Background: an optimization exercise with open tools, aiming at small area, a short achievable clock period and few clock cycles per item. Do not read the settings as production practice.
Function was checked by simulation only, so behaviour that the tests miss may differ from the original.
Power figures rest on the tool's default switching activity, not on a simulated workload.

`design/flow/config.mk`:
```
export PLATFORM = sky130hd
export DESIGN_NAME = load_average_core_count_governor_top
export DESIGN_NICKNAME = load_average_core_count_governor_top
export VERILOG_FILES = /design/flow/design.v
export SDC_FILE = /design/flow/constraint.sdc
export NUM_CORES = 4
export LEC_CHECK = 0
export CAP_MARGIN = 20
export CORE_MARGIN = 2
export CORE_UTILIZATION = 40
export SLEW_MARGIN = 20
```
`design/flow/run.sh`:
```
#!/bin/bash
# synth_recipe.tcl (not shown) runs the flow's synth.tcl, then flattens the netlist and writes it again
# the make line also repeats each setting of config.mk as NAME=value (left out here)
make -C /OpenROAD-flow-scripts/flow DESIGN_CONFIG=/design/flow/config.mk WORK_HOME=/design/flow/orfs CLKGATE_MAP_FILE= SYNTH_SCRIPT=/design/flow/synth_recipe.tcl finish
```
`design/flow/constraint.sdc`:
```
create_clock -name core_clock -period 6.5 [get_ports {clk}]
set_input_delay 1.3000 -clock core_clock [delete_from_list [all_inputs] [get_ports {clk}]]
set_output_delay 1.3000 -clock core_clock [all_outputs]
set_load 0.01 [all_outputs]
```
`design/flow/design.v`:
```
package lacg_pkg;
    localparam int DEF_HISTORY_DEPTH = 8;
    localparam int DEF_NUM_CORES     = 4;
    localparam int LOAD_UNIT         = 100;
    localparam int ALL_LOAD_PER_CORE = 120;
    localparam int DEFAULT_INTERVAL  = 20;
    localparam int LOAD_MAX          = 102300;
    localparam int FUNC_W   = 2;
    localparam int RUN_W    = 10;
    localparam int CORE_W   = 4;
    localparam int ACTION_W = 3;
    localparam int DELAY_W  = 23;
    localparam int AVG_W    = 17;
    localparam int IVL_W    = 16;
    localparam int SCALE_W  = 4;
    localparam int THR_W    = 10;
    localparam int CFG_IDX_W  = 3;
    localparam int CFG_DATA_W = 16;
    localparam logic [DELAY_W-1:0] DELAY_MAX = {DELAY_W{1'b1}};
    typedef enum logic [FUNC_W-1:0] {
        FUNC_SAMPLE  = 2'd0,
        FUNC_BOOST   = 2'd1,
        FUNC_UNPAUSE = 2'd2
    } func_t;
    typedef enum logic [ACTION_W-1:0] {
        ACT_NONE     = 3'd0,
        ACT_ALL      = 3'd1,
        ACT_ONE      = 3'd2,
        ACT_OFF      = 3'd3,
        ACT_RESAMPLE = 3'd4
    } action_t;
    typedef enum logic [CFG_IDX_W-1:0] {
        REG_ENABLE    = 3'd0,
        REG_MIN_CORES = 3'd1,
        REG_MAX_CORES = 3'd2,
        REG_INTERVAL  = 3'd3,
        REG_SCALE     = 3'd4,
        REG_RAISE     = 3'd5,
        REG_LOWER     = 3'd6
    } cfg_reg_t;
    typedef enum logic [2:0] {
        ST_IDLE,
        ST_READ,
        ST_UPDATE,
        ST_MULT,
        ST_SCALE,
        ST_DECIDE,
        ST_OUT
    } state_t;
    typedef struct packed {
        logic capture;
        logic read;
        logic update;
        logic mult;
        logic scale;
        logic decide;
    } lacg_cmd_t;
    typedef struct packed {
        logic is_sample;
    } lacg_status_t;
endpackage
module lacg_ctrl (
    input  logic                    clk,
    input  logic                    rst_n,
    input  logic                    evt_valid,
    output logic                    evt_ready,
    output logic                    res_valid,
    input  logic                    res_ready,
    input  lacg_pkg::lacg_status_t  status,
    output lacg_pkg::lacg_cmd_t     cmd
);
    lacg_pkg::state_t state_reg;
    lacg_pkg::state_t state_next;
    always_ff @(posedge clk or negedge rst_n)
    begin
        if (!rst_n)
        begin
            state_reg <= lacg_pkg::ST_IDLE;
        end
        else
        begin
            state_reg <= state_next;
        end
    end
    always_comb
    begin
        state_next = state_reg;
        unique case (state_reg)
            lacg_pkg::ST_IDLE:
            begin
                if (evt_valid)
                begin
                    state_next = lacg_pkg::ST_READ;
                end
            end
            lacg_pkg::ST_READ:
            begin
                state_next = status.is_sample ? lacg_pkg::ST_UPDATE : lacg_pkg::ST_MULT;
            end
            lacg_pkg::ST_UPDATE: state_next = lacg_pkg::ST_MULT;
            lacg_pkg::ST_MULT:   state_next = lacg_pkg::ST_SCALE;
            lacg_pkg::ST_SCALE:  state_next = lacg_pkg::ST_DECIDE;
            lacg_pkg::ST_DECIDE: state_next = lacg_pkg::ST_OUT;
            lacg_pkg::ST_OUT:
            begin
                if (res_ready)
                begin
                    state_next = lacg_pkg::ST_IDLE;
                end
            end
            default:   state_next = lacg_pkg::ST_IDLE;
        endcase
    end
    always_comb
    begin
        cmd         = '0;
        evt_ready   = 1'b0;
        res_valid   = 1'b0;
        unique case (state_reg)
            lacg_pkg::ST_IDLE:
            begin
                evt_ready   = 1'b1;
                cmd.capture = evt_valid;
            end
            lacg_pkg::ST_READ:   cmd.read   = 1'b1;
            lacg_pkg::ST_UPDATE: cmd.update = 1'b1;
            lacg_pkg::ST_MULT:   cmd.mult   = 1'b1;
            lacg_pkg::ST_SCALE:  cmd.scale  = 1'b1;
            lacg_pkg::ST_DECIDE: cmd.decide = 1'b1;
            lacg_pkg::ST_OUT:    res_valid  = 1'b1;
            default:   cmd        = '0;
        endcase
    end
endmodule
module lacg_dp #(
    parameter int HISTORY_DEPTH = lacg_pkg::DEF_HISTORY_DEPTH,
    parameter int NUM_CORES     = lacg_pkg::DEF_NUM_CORES
) (
    input  logic                                 clk,
    input  logic                                 rst_n,
    input  lacg_pkg::lacg_cmd_t                  cmd,
    output lacg_pkg::lacg_status_t               status,
    input  logic [lacg_pkg::FUNC_W-1:0]          func,
    input  logic [lacg_pkg::RUN_W-1:0]           run_count,
    input  logic [lacg_pkg::CORE_W-1:0]          cores_online,
    input  logic                                 offline_pending,
    input  logic                                 screen_suspended,
    input  logic                                 cfg_write,
    input  logic [lacg_pkg::CFG_IDX_W-1:0]       cfg_index,
    input  logic [lacg_pkg::CFG_DATA_W-1:0]      cfg_data,
    output logic [lacg_pkg::ACTION_W-1:0]        action,
    output logic                                 cancel_offline,
    output logic                                 start_unpause_timer,
    output logic [lacg_pkg::DELAY_W-1:0]         next_delay,
    output logic [lacg_pkg::AVG_W-1:0]           average_load,
    output logic                                 paused_now,
    output logic                                 boost_now
);
    localparam int POS_W   = $clog2(HISTORY_DEPTH);
    localparam int SUM_W   = $clog2(lacg_pkg::LOAD_MAX * HISTORY_DEPTH + 1);
    localparam int SHIFT   = SUM_W + $clog2(HISTORY_DEPTH);
    localparam int RECIP_W = SUM_W + 1;
    localparam int PROD_W  = SUM_W + RECIP_W;
    localparam longint unsigned RECIP =
        ((64'd1 << SHIFT) + longint'(HISTORY_DEPTH) - 1) / longint'(HISTORY_DEPTH);
    localparam int CTHR_W  = lacg_pkg::THR_W + lacg_pkg::CORE_W;
    localparam int D1_W    = lacg_pkg::IVL_W + lacg_pkg::CORE_W;
    localparam int D2_W    = D1_W + lacg_pkg::SCALE_W;
    localparam logic [lacg_pkg::AVG_W-1:0] ALL_THR = lacg_pkg::AVG_W'(lacg_pkg::ALL_LOAD_PER_CORE * NUM_CORES);
    logic               enable_reg;
    logic [lacg_pkg::CORE_W-1:0]  min_cores_reg;
    logic [lacg_pkg::CORE_W-1:0]  max_cores_reg;
    logic [lacg_pkg::IVL_W-1:0]   interval_reg;
    logic [lacg_pkg::SCALE_W-1:0] scale_reg;
    logic [lacg_pkg::THR_W-1:0]   raise_reg;
    logic [lacg_pkg::THR_W-1:0]   lower_reg;
    logic [lacg_pkg::AVG_W-1:0]          ring_mem [HISTORY_DEPTH];
    logic [HISTORY_DEPTH-1:0]  ring_vld_reg;
    logic [POS_W-1:0]          pos_reg;
    logic [SUM_W-1:0]          sum_reg;
    logic [SUM_W-1:0]          sum_next;
    logic                      paused_reg;
    logic                      boost_reg;
    logic                      paused_next;
    logic                      boost_next;
    logic [lacg_pkg::FUNC_W-1:0]  func_reg;
    logic [lacg_pkg::RUN_W-1:0]   run_reg;
    logic [lacg_pkg::CORE_W-1:0]  cores_reg;
    logic               pending_reg;
    logic               susp_reg;
    logic [lacg_pkg::AVG_W-1:0]   sample_reg;
    logic [lacg_pkg::AVG_W-1:0]   rd_mem_reg;
    logic               rd_vld_reg;
    logic [PROD_W-1:0]  avg_prod_reg;
    logic [CTHR_W-1:0]  raise_prod_reg;
    logic [CTHR_W-1:0]  lower_prod_reg;
    logic [D1_W-1:0]    dly1_reg;
    logic [D2_W-1:0]    dly2_reg;
    logic [lacg_pkg::ACTION_W-1:0] action_reg;
    logic                cancel_reg;
    logic                timer_reg;
    logic [lacg_pkg::DELAY_W-1:0]  delay_reg;
    logic [lacg_pkg::ACTION_W-1:0] action_next;
    logic                cancel_next;
    logic                timer_next;
    logic [lacg_pkg::DELAY_W-1:0]  delay_next;
    logic [lacg_pkg::IVL_W-1:0]   eff_ivl;
    logic [lacg_pkg::CORE_W-1:0]  lo;
    logic [lacg_pkg::CORE_W-1:0]  hi;
    logic [lacg_pkg::SCALE_W-1:0] mul_sel;
    logic [lacg_pkg::AVG_W-1:0]   avg;
    logic [lacg_pkg::DELAY_W-1:0] dly_sat;
    logic [lacg_pkg::AVG_W-1:0]   old_entry;
    assign eff_ivl   = (interval_reg == '0) ? lacg_pkg::IVL_W'(lacg_pkg::DEFAULT_INTERVAL) : interval_reg;
    assign lo        = (min_cores_reg == '0) ? lacg_pkg::CORE_W'(1) : min_cores_reg;
    assign hi        = (max_cores_reg > lacg_pkg::CORE_W'(NUM_CORES)) ? lacg_pkg::CORE_W'(NUM_CORES) : max_cores_reg;
    assign mul_sel   = (scale_reg == '0) ? lacg_pkg::SCALE_W'(cores_reg) : scale_reg;
    assign avg       = avg_prod_reg[SHIFT +: lacg_pkg::AVG_W];
    assign dly_sat   = (dly2_reg > D2_W'(lacg_pkg::DELAY_MAX)) ? lacg_pkg::DELAY_MAX : dly2_reg[lacg_pkg::DELAY_W-1:0];
    assign old_entry = rd_vld_reg ? rd_mem_reg : '0;
    assign sum_next  = sum_reg - SUM_W'(old_entry) + SUM_W'(sample_reg);
    assign status.is_sample = (func_reg == lacg_pkg::FUNC_SAMPLE) && enable_reg;
    always_ff @(posedge clk or negedge rst_n)
    begin
        if (!rst_n)
        begin
            enable_reg    <= 1'b0;
            min_cores_reg <= lacg_pkg::CORE_W'(2);
            max_cores_reg <= lacg_pkg::CORE_W'(4);
            interval_reg  <= lacg_pkg::IVL_W'(20);
            scale_reg     <= lacg_pkg::SCALE_W'(2);
            raise_reg     <= lacg_pkg::THR_W'(200);
            lower_reg     <= lacg_pkg::THR_W'(50);
        end
        else if (cfg_write)
        begin
            unique case (cfg_index)
                lacg_pkg::REG_ENABLE:    enable_reg    <= cfg_data[0];
                lacg_pkg::REG_MIN_CORES: min_cores_reg <= cfg_data[lacg_pkg::CORE_W-1:0];
                lacg_pkg::REG_MAX_CORES: max_cores_reg <= cfg_data[lacg_pkg::CORE_W-1:0];
                lacg_pkg::REG_INTERVAL:  interval_reg  <= cfg_data[lacg_pkg::IVL_W-1:0];
                lacg_pkg::REG_SCALE:     scale_reg     <= cfg_data[lacg_pkg::SCALE_W-1:0];
                lacg_pkg::REG_RAISE:     raise_reg     <= cfg_data[lacg_pkg::THR_W-1:0];
                lacg_pkg::REG_LOWER:     lower_reg     <= cfg_data[lacg_pkg::THR_W-1:0];
                default:       enable_reg    <= enable_reg;
            endcase
        end
    end
    always_ff @(posedge clk or negedge rst_n)
    begin
        if (!rst_n)
        begin
            ring_vld_reg <= '0;
            pos_reg      <= '0;
            sum_reg      <= '0;
            paused_reg   <= 1'b1;
            boost_reg    <= 1'b0;
        end
        else
        begin
            if (cmd.update)
            begin
                ring_vld_reg[pos_reg] <= 1'b1;
                sum_reg               <= sum_next;
                pos_reg               <= (pos_reg == POS_W'(HISTORY_DEPTH - 1)) ?
                                         '0 : pos_reg + POS_W'(1);
            end
            if (cmd.decide)
            begin
                paused_reg <= paused_next;
                boost_reg  <= boost_next;
            end
        end
    end
    always_ff @(posedge clk)
    begin
        if (cmd.update)
        begin
            ring_mem[pos_reg] <= sample_reg;
        end
        if (cmd.read)
        begin
            rd_mem_reg <= ring_mem[pos_reg];
        end
    end
    always_ff @(posedge clk)
    begin
        if (cmd.capture)
        begin
            func_reg    <= func;
            run_reg     <= run_count;
            cores_reg   <= (cores_online == '0) ? lacg_pkg::CORE_W'(1) : cores_online;
            pending_reg <= offline_pending;
            susp_reg    <= screen_suspended;
        end
        if (cmd.read)
        begin
            rd_vld_reg <= ring_vld_reg[pos_reg];
            sample_reg <= lacg_pkg::AVG_W'(run_reg) * lacg_pkg::AVG_W'(lacg_pkg::LOAD_UNIT);
        end
        if (cmd.mult)
        begin
            avg_prod_reg   <= PROD_W'(sum_reg) * PROD_W'(RECIP);
            raise_prod_reg <= CTHR_W'(raise_reg) * CTHR_W'(cores_reg);
            lower_prod_reg <= CTHR_W'(lower_reg) * CTHR_W'(cores_reg);
            dly1_reg       <= D1_W'(eff_ivl) * D1_W'(cores_reg);
        end
        if (cmd.scale)
        begin
            dly2_reg <= D2_W'(dly1_reg) * D2_W'(mul_sel);
        end
        if (cmd.decide)
        begin
            action_reg <= action_next;
            cancel_reg <= cancel_next;
            timer_reg  <= timer_next;
            delay_reg  <= delay_next;
        end
    end
    always_comb
    begin
        action_next = lacg_pkg::ACT_NONE;
        cancel_next = 1'b0;
        timer_next  = 1'b0;
        delay_next  = '0;
        paused_next = paused_reg;
        boost_next  = boost_reg;
        priority if ((func_reg == lacg_pkg::FUNC_SAMPLE) && enable_reg)
        begin
            priority if (avg >= ALL_THR && hi > cores_reg)
            begin
                paused_next = 1'b1;
                cancel_next = pending_reg;
                action_next = lacg_pkg::ACT_ALL;
            end
            else if (paused_reg)
            begin
                action_next = lacg_pkg::ACT_RESAMPLE;
                delay_next  = lacg_pkg::DELAY_W'(eff_ivl);
            end
            else if (avg >= lacg_pkg::AVG_W'(raise_prod_reg) && hi > cores_reg)
            begin
                cancel_next = pending_reg;
                action_next = lacg_pkg::ACT_ONE;
            end
            else
            begin
                if (avg <= lacg_pkg::AVG_W'(lower_prod_reg) && lo < cores_reg)
                begin
                    if (!pending_reg)
                    begin
                        action_next = lacg_pkg::ACT_OFF;
                    end
                    boost_next = 1'b0;
                end
                delay_next = dly_sat;
            end
        end
        else if ((func_reg == lacg_pkg::FUNC_BOOST) && enable_reg && !susp_reg)
        begin
            if (!boost_reg && hi > cores_reg)
            begin
                boost_next = 1'b1;
                priority if (cores_reg < lacg_pkg::CORE_W'(2))
                begin
                    cancel_next = 1'b1;
                    paused_next = 1'b1;
                    action_next = lacg_pkg::ACT_ONE;
                    timer_next  = 1'b1;
                end
                else if (pending_reg)
                begin
                    cancel_next = 1'b1;
                    paused_next = 1'b1;
                    timer_next  = 1'b1;
                    delay_next  = lacg_pkg::DELAY_W'(eff_ivl);
                end
                else
                begin
                    timer_next  = 1'b0;
                end
            end
        end
        else if (func_reg == lacg_pkg::FUNC_UNPAUSE)
        begin
            paused_next = 1'b0;
        end
        else
        begin
            action_next = lacg_pkg::ACT_NONE;
        end
    end
    assign action              = action_reg;
    assign cancel_offline      = cancel_reg;
    assign start_unpause_timer = timer_reg;
    assign next_delay          = delay_reg;
    assign average_load        = avg;
    assign paused_now          = paused_reg;
    assign boost_now           = boost_reg;
endmodule
module load_average_core_count_governor_top #(
    parameter int HISTORY_DEPTH = lacg_pkg::DEF_HISTORY_DEPTH,
    parameter int NUM_CORES     = lacg_pkg::DEF_NUM_CORES
) (
    input  logic        clk,
    input  logic        rst_n,
    input  logic        evt_valid,
    output logic        evt_ready,
    input  logic [1:0]  evt_func,
    input  logic [9:0]  evt_run_count,
    input  logic [3:0]  evt_cores_online,
    input  logic        evt_offline_pending,
    input  logic        evt_screen_suspended,
    output logic        res_valid,
    input  logic        res_ready,
    output logic [2:0]  res_action,
    output logic        res_cancel_offline,
    output logic        res_start_unpause_timer,
    output logic [22:0] res_next_delay,
    output logic [16:0] res_average_load,
    output logic        res_paused_now,
    output logic        res_boost_now,
    input  logic        cfg_valid,
    output logic        cfg_ready,
    input  logic [2:0]  cfg_index,
    input  logic [15:0] cfg_data
);
    lacg_pkg::lacg_cmd_t    cmd;
    lacg_pkg::lacg_status_t status;
    assign cfg_ready = 1'b1;
    lacg_ctrl u_ctrl (
        .clk       (clk),
        .rst_n     (rst_n),
        .evt_valid (evt_valid),
        .evt_ready (evt_ready),
        .res_valid (res_valid),
        .res_ready (res_ready),
        .status    (status),
        .cmd       (cmd)
    );
    lacg_dp #(
        .HISTORY_DEPTH (HISTORY_DEPTH),
        .NUM_CORES     (NUM_CORES)
    ) u_dp (
        .clk                 (clk),
        .rst_n               (rst_n),
        .cmd                 (cmd),
        .status              (status),
        .func                (evt_func),
        .run_count           (evt_run_count),
        .cores_online        (evt_cores_online),
        .offline_pending     (evt_offline_pending),
        .screen_suspended    (evt_screen_suspended),
        .cfg_write           (cfg_valid && cfg_ready),
        .cfg_index           (cfg_index),
        .cfg_data            (cfg_data),
        .action              (res_action),
        .cancel_offline      (res_cancel_offline),
        .start_unpause_timer (res_start_unpause_timer),
        .next_delay          (res_next_delay),
        .average_load        (res_average_load),
        .paused_now          (res_paused_now),
        .boost_now           (res_boost_now)
    );
endmodule
```
==> run summary <==
-- cells by family (layout without fill, tap and decap cells) --
group | count (synthesis) | after routing | share of synthesized area
compound gates | 344 | 344 | 0.09611
xor+xnor | 68 | 68 | 0.02519
fa+ha+maj | 297 | 297 | 0.1943
buf+inv | 379 | 498 | 0.06129
flops | 369 | 369 | 0.4518
mux | 89 | 89 | 0.04483
other cells | 2 | 4 | 0.0003177
simple gates | 590 | 590 | 0.1262
-- per-layer routing --
| metal | vias to the layer above | part of all wire |
|---|---|---|
| li1 | 7504 | - |
| met3 | 89 | 0.047 |
| met1 | 7884 | 0.44 |
| met2 | 302 | 0.48 |
| met4 | 4 | 0.031 |
| met5 | - | 0.00042 |
-- critical path: stages (launching register included) --
cell and delay [ns]:
edfxtp_1 0.65, a31oi_1 0.28, buf_4 0.28, nor2b_1 0.11, fa_1 0.53, inv_1 0.05
fa_1 0.52, inv_1 0.04, ha_1 0.35, a21oi_1 0.21, o21ai_1 0.12, a221o_1 0.35
a41o_1 0.27, o311ai_1 0.50, nand2b_1 0.13, xnor2_1 0.14
-- worst paths after layout --
path	from	end	slack, ns	cells past startpoint
worst max register to register	u_dp.cores_reg[3]	u_dp.dly2_reg[19]	1.72	15
worst max-delay path	u_dp.cores_reg[3]	u_dp.dly2_reg[19]	1.72	15
min in group asynchronous	rst_n	u_dp.max_cores_reg[3]	0.68	1
worst min register to register	u_dp.func_reg[1]	u_dp.paused_reg	0.44	1
worst min-delay path	u_dp.func_reg[1]	u_dp.paused_reg	0.44	1
max in group asynchronous	rst_n	u_dp.pos_reg[2]	4.72	2
-- power by group through the flow --
| stage | registers [mW] | logic (mW) | clock network, mW |
|---|---|---|---|
| after detailed placement | 4.14 | 7.40 | 0 |
| after CTS | 4.10 | 7.45 | 2.52 |
| after global routing | 4.18 | 8.45 | 2.60 |
| after global placement | 4.12 | 7.23 | 0 |
| after floorplan | 3.96 | 5.75 | 0 |
| final | 4.10 | 7.40 | 2.46 |
-- layout make-up --
cell class	count	area, um2	area share
multi-input cells	1390	11560	0.4307
diodes	2	5.005	0.0001864
flip-flops and latches	369	10680	0.3979
clock buffers	51	1116	0.04157
repair buffers	107	1026	0.03822
inverters	311	1167	0.04348
well taps	773	967.2	0.03603
clock inverters	29	320.3	0.01193
-- cells in the mapped netlist, drive strengths merged, types with 32 or more instances --
cell    instances
nor3           32
nor2b          68
edfxtp        286
nand2         179
clkbuf         59
a21o           37
and2           99
xnor2          40
a21oi          87
o21ai          83
fa            117
inv           310
ha            180
nor2          110
dfrtp          71
mux2           55
-- stage by stage --
| stage | util | hold slack (ns) | setup WS, ns | total power [mW] |
|---|---|---|---|---|
| 5_1_grt | 0.4574 | 0.4575 | 1.448 | 15.23 |
| 3_5_place_dp | 0.4329 | 0.4146 | 1.735 | 11.54 |
| 4_1_cts | 0.4573 | 0.4405 | 1.718 | 14.08 |
| 2_1_floorplan | - | 0.3960 | 2.209 | 9.712 |
| 6_report | 0.4575 | 0.4358 | 1.720 | 13.95 |
| 3_3_place_gp | 0.4329 | 0.4330 | 1.878 | 11.35 |
==> impl_metrics.yaml <==
status:
  status: "no timing/DRC/antenna violations"
synth:
  yosys.area.top_type: "edfxtp_1"
  ys_types: 75
  synth_area_um2: 23640
  synth_nets: 2477
  netlist_instances: 2138
  yosys_warnings: 2
  synth_top_area_share: 0.3633
  ys_seq_area_frac: 0.4518
  synth_edf_count: 286
  synth.area.top_cells: "edfxtp_1 36%, fa_1 9.9%, ha_1 9.5%"
  syn_avg_cell_area_um2: 11.06
  ys_seq_elements: 369
  ys_async_sr_fraction: 0.2249
  ys.flop_type: "edfxtp_1"
routing:
  drcViolationCount: 0
  dr.pass1.iters: 6
  viasPerCell: 5.205
  wl_um: 52150
  vias: 15780
  first_iter_violations: 1028
  detail_route.wl_per_cell_um: 17.20
  ant_nets: 0
timing:
  setup_viol: 0
  finalSetupTns_ns: 0
  slew_headroom: 0.2590
  rsz0062_at_grt: "false"
  fin_crit_ns: 4.780
  finalCritPeriodShare: 0.7354
  hold_violations: 0
  fmax_mhz: 209.2
  skew_ns: 0.02475
  drv_slew: 0
  tightestPinTransition_ns: 1.111
global_routing:
  grt.total_usage: 0.1774
  grt_overflow: 0
  grt_max_degree: 66
  grtUsageMet2: 0.2996
  gr-usage-met1: 0.2316
  antenna_found_initial: 3
  grt_first_pass_wirelength_um: 85860
  grt_pass1_vias: 16300
  busiest_layer: "met2"
  grt_util_met3: 0.02768
clocking:
  clkLatencyLatePin_ns: 0.60
  root_buffer: "clkbuf_16"
  cts.sinks: 369
  cts_tree: "built"
  htreeDepth: 2
  post_cts_buffers: 0
  holdBufCountCts: 0
  cts-buffers-inserted: 43
  cts_buffer_depth: 3
  clkTransAtPathRegs_ns: 0.07
  cts_resized: 0
pwr:
  seqPwrFrac: 0.294
  power_leakage_nw: 11.43
  p_sw_mw: 5.801
  ir_worst_vdd_uv: 234.1
  power_frac_comb: 0.530
  netSwitchingFraction: 0.4159
  power.internal_mw: 8.149
  p_clk_frac: 0.176
  p_per_area_nw_per_um2: 519.7
worst_setup_path:
  setup.worst_path.start_class: "flop"
  worstPathArrival_ns: 5.13
  critical_path_required_ns: 6.85
  path_max_fanout: 20
  cp-end-kind: "flop"
  path_class: "flop to flop"
cells_and_area:
  mostFrequentLayoutCell: "inv_1"
  fillers: 5317
  drive_gt1_frac: 0.08595
  final_cell_count_no_fill: 3032
  final_cell_area_um2: 26850
  area_delta_synth_final_pct: 13.55
  largest_reg_flops: 120
  nNetsFinal: 2561
  mostFrequentLayoutCells: "310 x inv_1, 286 x edfxtp_1, 180 x ha_1"
floorplanning:
  initial_core_util: 0.4029
  die_y_um: 247.1
  dieArea_um2: 61060
  io_pins: 92
  row_count: 89
  die_w_um: 247.1
  coreArea_um2: 58690
placement:
  dp.cells: 2950
  dp_hpwl_um: 37900
  finalWeightedCongestion: 0.8766
  io_buffers: 90
  placed_area_um2: 25400
flow_run:
  cap_violations: 0
worst_hold_path:
  min_path_type: "flop to flop"
Testbench counts, summed over its fixed seeds: cycles 81,100, events 12,000.

==> separate check: timing with driven ports <==
In the flow no input, the clock included, has a driving cell. The finished layout below was timed again as built, in two steps.
Step 1 (the two cells are an assumption about what drives the block):
set clk [get_ports {clk}]
set_driving_cell -lib_cell sky130_fd_sc_hd__clkbuf_16 $clk
set_driving_cell -lib_cell sky130_fd_sc_hd__buf_2 [delete_from_list [all_inputs] $clk]
Step 2 moves the port delays by t, midway between the first and last clock arrival at a register: inputs arrive t later, outputs are due t later. That takes back most of the time a late clock gives input paths.
Three values: ideal, step 1, step 2; two values: the first two.
t (ns): 0.645
slack for setup (ns): 1.720 / 1.720 / 1.720
slew at the worst register clock pin (ns): 0.07 / 0.07
worst slew at a driven data input, ns: 0.12
After both steps setup and hold are still met in this run. The setup slack of this run moves by 0.000 ns with the drivers and by 0.000 ns with both steps.
